This design comes from an exercise in tuning for small area, a short achievable clock period and few clock cycles on the open sky130 flow, not from production work.
Power is estimated from default activity; no workload was simulated.

==> inputs of pepper <==
// requant_argmax_pipe
module requant_argmax_pipe #(
  parameter int ACC_W       = 25,
  parameter int OUT_W       = 8,
  parameter int MULT_W      = 16,
  parameter int SHIFT_W     = 5,
  parameter int NUM_CLASSES = 10,
  parameter int IDX_W       = $clog2(NUM_CLASSES)
) (
  input  logic                     clk,
  input  logic                     rst_n,
  input  logic                     cfg_load,
  input  logic signed [ACC_W-1:0]  cfg_bias,
  input  logic        [MULT_W-1:0] cfg_mult,
  input  logic       [SHIFT_W-1:0] cfg_shift,
  input  logic                     cfg_round,
  input  logic signed [OUT_W-1:0]  cfg_offset,
  input  logic signed [OUT_W-1:0]  cfg_min,
  input  logic signed [OUT_W-1:0]  cfg_max,
  output logic                     busy,
  input  logic                     in_valid,
  output logic                     in_ready,
  input  logic signed [ACC_W-1:0]  in_data,
  input  logic                     in_last,
  output logic                     out_valid,
  input  logic                     out_ready,
  output logic signed [OUT_W-1:0]  out_data,
  output logic                     out_last,
  output logic                     argmax_valid,
  output logic        [IDX_W-1:0]  argmax_idx,
  output logic signed [OUT_W-1:0]  argmax_val
);
Settings: LEC_CHECK=0, CAP_MARGIN=20, CORE_MARGIN=2, CORE_UTILIZATION=40, CTS_CLUSTER_DIAMETER=80, CTS_CLUSTER_SIZE=25, SLEW_MARGIN=20; clock period 12.0 ns.
standard.sh (not shown) runs the stock make flow with config.mk's settings and CLKGATE_MAP_FILE= SYNTH_SCRIPT=/design/flow/synth_recipe.tcl, a recipe that flattens the netlist after the stock synthesis.
==> flow/flow/run.sh <==
#!/bin/bash
# The standard ORFS layout (standard.sh), with two changes to how it is
# made: repair_timing aims for 8.5 ns of setup slack at the design's clock
# period, and the port buffers are buf_2.
set -euo pipefail
bash standard.sh SETUP_SLACK_MARGIN=8.5 "BUFFER_PORTS_ARGS=-buffer_cell sky130_fd_sc_hd__buf_2" finish > standard_flow.log 2>&1
==> inputs of raven, as changes to pepper <==
--- a/flow/design.v
+++ b/flow/design.v
@@ -76,16 +76,15 @@
       min_q    <= cfg_min;
       max_q    <= cfg_max;
     end
   end
   logic signed [24:0] d_q;
   logic signed [25:0] s_q;
   logic        [41:0] pa_q, pb_q;
-  logic        [10:0] u_q;
-  logic               fits_q, sgn_q;
+  logic        [41:0] p_q;
   logic               vd_q, vs_q, vt_q, vu_q;
   logic               ld_q, ls_q, lt_q, lu_q;
   logic signed [25:0] s_sum;
   logic        [25:0] sadd_a, sadd_b;
   assign sadd_a = {d_q[24], d_q};
   assign sadd_b = {bias_q[24], bias_q};
   assign s_sum = sadd_a + sadd_b;
@@ -1168,155 +1167,155 @@
   logic mul_w391;
   logic mul_w392;
   assign mul_w391 = mul_y8[25] ^ 1'b1;
   assign mul_w392 = mul_y8[25] & 1'b1;
   assign pa = {mul_w391, mul_w389, mul_w387, mul_w385, mul_w383, mul_w381, mul_w379, mul_w377, mul_w375, mul_w373, mul_w371, mul_w369, mul_w367, mul_w365, mul_w363, mul_w361, mul_w359, mul_w357, mul_w355, mul_w353, mul_w351, mul_w349, mul_w347, mul_w345, mul_w343, mul_w341, mul_w339, mul_w337, mul_w335, mul_w333, mul_w331, mul_w329, mul_w327, mul_w325, mul_w323, mul_w321, mul_w319, mul_w317, mul_w315, mul_w313, mul_y0[1], mul_y0[0]};
   assign pb = {mul_w390, mul_w388, mul_w386, mul_w384, mul_w382, mul_w380, mul_w378, mul_w376, mul_w374, mul_w372, mul_w370, mul_w368, mul_w366, mul_w364, mul_w362, mul_w360, mul_w358, mul_w356, mul_w354, mul_w352, mul_w350, mul_w348, mul_w346, mul_w344, mul_w342, mul_w340, mul_w338, mul_w336, mul_w334, mul_w332, mul_w330, mul_w328, mul_w326, mul_w324, mul_w322, mul_w320, mul_w318, mul_w316, mul_w314, mul_neg1, 1'b0, mul_neg0};
   logic signed [41:0] p;
+  assign p = pa_q + pb_q;
   logic        [41:0] x0;
-  logic        [25:0] x1;
   logic        [17:0] x2;
-  logic        [13:0] x3;
-  logic        [11:0] x4;
   logic        [10:0] x5;
-  logic               sg, o1, o2, o3, o4, fits_d;
-  assign p = pa_q + pb_q;
+  logic        [32:0] msk;
+  logic               sg, fits;
   always_comb begin
-    sg     = p[41];
-    x0     = {p[40:0], 1'b0};
-    x1     = shift_q[4] ? x0[41:16] : x0[25:0];
-    o1     = !shift_q[4] && (|(x0[41:26] ^ {16{sg}}));
-    x2     = shift_q[3] ? x1[25:8] : x1[17:0];
-    o2     = o1 || (!shift_q[3] && (|(x1[25:18] ^ {8{sg}})));
-    x3     = shift_q[2] ? x2[17:4] : x2[13:0];
-    o3     = o2 || (!shift_q[2] && (|(x2[17:14] ^ {4{sg}})));
-    x4     = shift_q[1] ? x3[13:2] : x3[11:0];
-    o4     = o3 || (!shift_q[1] && (|(x3[13:12] ^ {2{sg}})));
-    x5     = shift_q[0] ? x4[11:1] : x4[10:0];
-    fits_d = !(o4 || (!shift_q[0] && (x4[11] ^ sg)) || (x5[10] ^ sg));
+    sg   = p_q[41];
+    x0   = {p_q[40:0], 1'b0};
+    x2   = '0;
+    for (int j = 0; j < 4; j++)
+      x2 = x2 | (x0[8*j +: 18] & {18{shift_q[4:3] == 2'(j)}});
+    x5   = '0;
+    for (int j = 0; j < 8; j++)
+      x5 = x5 | (x2[j +: 11] & {11{shift_q[2:0] == 3'(j)}});
+    for (int j = 0; j < 33; j++) msk[j] = (6'(j) >= {1'b0, shift_q});
+    fits = (&(p_q[41:9] | ~msk)) || !(|(p_q[41:9] & msk));
   end
   logic signed [11:0] kx, hi_d, lo_d, hi_q, lo_q;
   logic               mm_q;
   logic        [8:0]  t9;
   logic               gt, lt, selmax, selmin;
   logic signed [7:0]  res;
   always_comb begin
     kx     = $signed({{3{offset_q[7]}}, offset_q, rc_q});
     hi_d   = $signed({{3{max_q[7]}}, max_q, 1'b0}) + 12'sd2 - kx;
     lo_d   = $signed({{3{min_q[7]}}, min_q, 1'b0}) - kx;
-    t9     = u_q[8:0] + {offset_q, rc_q};
-    gt     = $signed({u_q[10], u_q}) >= hi_q;
-    lt     = $signed({u_q[10], u_q}) < lo_q;
-    selmax = mm_q || (!fits_q && !sgn_q) || (fits_q && gt);
-    selmin = (!fits_q && sgn_q) || (fits_q && lt);
+    t9     = x5[8:0] + {offset_q, rc_q};
+    gt     = $signed({x5[10], x5}) >= hi_q;
+    lt     = $signed({x5[10], x5}) < lo_q;
+    selmax = mm_q || (!fits && !sg) || (fits && gt);
+    selmin = (!fits && sg) || (fits && lt);
     res    = selmax ? max_q : selmin ? min_q : t9[8:1];
   end
   always_ff @(posedge clk) begin
     d_q    <= in_data;
     ld_q   <= in_last;
     s_q    <= s_sum;
     ls_q   <= ld_q;
     pa_q   <= pa;
     pb_q   <= pb;
     lt_q   <= ls_q;
-    u_q    <= x5;
-    fits_q <= fits_d;
-    sgn_q  <= sg;
+    p_q    <= p;
     lu_q   <= lt_q;
     hi_q   <= hi_d;
     lo_q   <= lo_d;
     mm_q   <= min_q > max_q;
   end
   logic              rdy_q, busy_q;
   logic        [2:0] n_q, n_d;
-  logic              acc, dlv, ld_head, hv_q, hl_q, busy_d, rdy_d;
-  logic signed [7:0] hd_q;
-  logic        [8:0] buf_q [0:4];
-  logic        [2:0] rp_q, wp_q, bc_q;
-  logic              to_buf, from_buf;
-  logic        [8:0] bhead;
+  logic              acc, dlv, busy_d, rdy_d;
+  logic              ov_q, ol_q;
+  logic signed [7:0] od_q;
+  logic        [8:0] mem_q [0:5];
+  logic        [5:0] rp_q, wp_q;    
+  logic        [2:0] c_q;
+  logic        [8:0] rd0, rd1, newb, hnext;
+  logic        [5:0] rp1;
   assign in_ready  = rdy_q;
   assign busy      = busy_q;
-  assign out_valid = hv_q;
-  assign out_data  = hd_q;
-  assign out_last  = hl_q;
+  assign out_valid = ov_q;
+  assign out_data  = od_q;
+  assign out_last  = ol_q;
   always_comb begin
-    acc      = in_valid && rdy_q;
-    dlv      = hv_q && out_ready;
-    n_d      = n_q + 3'(acc) - 3'(dlv);
-    busy_d   = acc || (n_q > 3'd1) || ((n_q == 3'd1) && !dlv);
-    rdy_d    = (n_q < 3'd5) || ((n_q == 3'd5) && (dlv || !acc)) || ((n_q == 3'd6) && dlv && !acc);
-    ld_head  = dlv || !hv_q;
-    from_buf = ld_head && (bc_q != '0);
-    to_buf   = vu_q && !(ld_head && bc_q == '0);
-    bhead    = buf_q[rp_q];
+    acc    = in_valid && rdy_q;
+    dlv    = ov_q && out_ready;
+    n_d    = n_q + 3'(acc) - 3'(dlv);
+    busy_d = acc || (n_q > 3'd1) || ((n_q == 3'd1) && !dlv);
+    rdy_d  = (n_q < 3'd5) || ((n_q == 3'd5) && (dlv || !acc)) || ((n_q == 3'd6) && dlv && !acc);
+    rp1    = {rp_q[4:0], rp_q[5]};
+    rd0    = '0;
+    rd1    = '0;
+    for (int i = 0; i < 6; i++) begin
+      rd0 = rd0 | (mem_q[i] & {9{rp_q[i]}});
+      rd1 = rd1 | (mem_q[i] & {9{rp1[i]}});
+    end
+    newb   = {res, lu_q};
+    hnext  = dlv ? ((c_q >= 3'd2) ? rd1 : newb) : ((c_q >= 3'd1) ? rd0 : newb);
   end
   always_ff @(posedge clk) begin
     if (!rst_n) begin
       n_q    <= '0;
       rdy_q  <= 1'b1;
       busy_q <= 1'b0;
       vd_q   <= 1'b0;
       vs_q   <= 1'b0;
       vt_q   <= 1'b0;
       vu_q   <= 1'b0;
-      hv_q   <= 1'b0;
-      rp_q   <= '0;
-      wp_q   <= '0;
-      bc_q   <= '0;
+      ov_q   <= 1'b0;
+      rp_q   <= 6'd1;
+      wp_q   <= 6'd1;
+      c_q    <= '0;
     end else begin
       n_q    <= n_d;
       rdy_q  <= rdy_d;
       busy_q <= busy_d;
       vd_q   <= acc;
       vs_q   <= vd_q;
       vt_q   <= vs_q;
       vu_q   <= vt_q;
-      if (ld_head) hv_q <= (bc_q != '0) || vu_q;
-      if (from_buf) rp_q <= (rp_q == 3'd4) ? '0 : rp_q + 3'd1;
-      if (to_buf)   wp_q <= (wp_q == 3'd4) ? '0 : wp_q + 3'd1;
-      bc_q <= bc_q + 3'(to_buf) - 3'(from_buf);
+      ov_q   <= dlv ? ((c_q >= 3'd2) || vu_q) : ((c_q >= 3'd1) || vu_q);
+      if (dlv)  rp_q <= rp1;
+      if (vu_q) wp_q <= {wp_q[4:0], wp_q[5]};
+      c_q    <= c_q + 3'(vu_q) - 3'(dlv);
     end
   end
   always_ff @(posedge clk) begin
-    if (ld_head) begin
-      hd_q <= from_buf ? bhead[8:1] : res;
-      hl_q <= from_buf ? bhead[0] : lu_q;
-    end
-    if (to_buf) buf_q[wp_q] <= {res, lu_q};
+    od_q <= hnext[8:1];
+    ol_q <= hnext[0];
+    for (int i = 0; i < 6; i++)
+      if (vu_q && wp_q[i]) mem_q[i] <= newb;
   end
   logic                    hs, in_win, take;
   logic        [CW-1:0]    cnt_q, cnt_d;
   logic        [IDX_W-1:0] cand_idx_q, cand_idx_d, am_idx_q;
   logic signed [OUT_W-1:0] cand_val_q, cand_val_d, am_val_q;
   logic                    am_valid_q;
   assign argmax_valid = am_valid_q;
   assign argmax_idx   = am_idx_q;
   assign argmax_val   = am_val_q;
   always_comb begin
-    hs         = hv_q && out_ready;
+    hs         = ov_q && out_ready;
     in_win     = cnt_q < CW'(NUM_CLASSES);
-    take       = hs && in_win && (cnt_q == '0 || hd_q > cand_val_q);
+    take       = hs && in_win && (cnt_q == '0 || od_q > cand_val_q);
     cand_idx_d = take ? cnt_q[IDX_W-1:0] : cand_idx_q;
-    cand_val_d = take ? hd_q : cand_val_q;
-    cnt_d      = !hs ? cnt_q : hl_q ? '0 : in_win ? cnt_q + CW'(1) : cnt_q;
+    cand_val_d = take ? od_q : cand_val_q;
+    cnt_d      = !hs ? cnt_q : ol_q ? '0 : in_win ? cnt_q + CW'(1) : cnt_q;
   end
   always_ff @(posedge clk) begin
     if (!rst_n) begin
       cnt_q      <= '0;
       cand_idx_q <= '0;
       cand_val_q <= OMIN;
       am_valid_q <= 1'b0;
       am_idx_q   <= '0;
       am_val_q   <= OMIN;
     end else begin
       cnt_q      <= cnt_d;
       cand_idx_q <= cand_idx_d;
       cand_val_q <= cand_val_d;
-      am_valid_q <= hs && hl_q;
-      if (hs && hl_q) begin
+      am_valid_q <= hs && ol_q;
+      if (hs && ol_q) begin
         am_idx_q <= cand_idx_d;
         am_val_q <= cand_val_d;
       end
     end
   end
 endmodule
==> comparison table <==
| metric | raven | pepper |
|---|---|---|
| Sequential cell count | 398 | 357 |
| Synth Instances | 2818 | 2761 |
| Met2 usage in global routing | 38.11% | 35.49% |
| DIE AREA | 0.06972 mm² | 0.06785 mm² |
| Maximum number of pins on one net before global-route repair | 95 | 127 |
| Relative slew margins | 34.34% | 36.62% |
| Critical path launch point | shift_q[3]$_SDFFE_PN0P_ | pa_q[0]$_DFF_P_ |
| Average via count per standard cell | 5.608 | 5.522 |
| Total routed wire length on the met1 layer | 31300 µm | 31250 µm |
| Post-detailed-route wirelength per cell | 20.43 µm | 19.58 µm |
| Initial DRT Pass Iterations | 8 | 5 |
| Share of cell area taken by multi-input logic gates | 56.68% | 59.67% |
| CP Data Arrival Time | 4.45 ns | 4.50 ns |
| Placed cell areas | 0.02832 mm² | 0.02769 mm² |
| Die Span X | 264.0 µm | 260.5 µm |
| Status | no timing/DRC/antenna violations | no timing/DRC/antenna violations |
| Worst hold start | lt_q$_DFF_P_ | ld_q$_DFF_P_ |
| Area occupied by multi-input gates | 0.01723 mm² | 0.01767 mm² |
| Met1 demand-to-capacity share in global routing | 26.81% | 27.36% |
| Max FFs per register | 54 | 45 |
| Worst-case setup slack after placement | 7.017 ns | 7.429 ns |
| Critical Path Slowest Stage Cell | mux4_2 | or4b_4 |
| Portion of total power attributed to combinational logic | 50.7% | 59.5% |
| Wire length of the first global-routing pass | 121800 µm | 112100 µm |
No functional check of the RTL was part of any run of this note.

-- separate check: timing with driven ports --
The results above use ideal ports. As a check the final layouts listed here were re-extracted and re-timed, cells and wires unchanged. Step 1 (the two cells are an assumption about what drives the block):
set clk [get_ports {clk}]
set_driving_cell -lib_cell sky130_fd_sc_hd__clkbuf_16 $clk
set_driving_cell -lib_cell sky130_fd_sc_hd__buf_2 [delete_from_list [all_inputs] $clk]
Step 2 also shifts input and output timing later by t, the mid clock arrival at the registers, as if the neighbouring blocks saw the same clock. a / b / c = ideal / step 1 / step 2; a / b = the first two.
run | t, ns | slack for setup (ns) | cell pins on the clock port's net
pepper | 0.618 | 7.968 / 7.968 / 7.800 | 1
raven | 0.645 | 8.033 / 8.033 / 7.986 | 1
After both steps setup and hold are still met in every run listed. For pepper, which loses most, drivers alone change the setup slack by 0.000 ns; drivers and shift together by -0.168 ns.
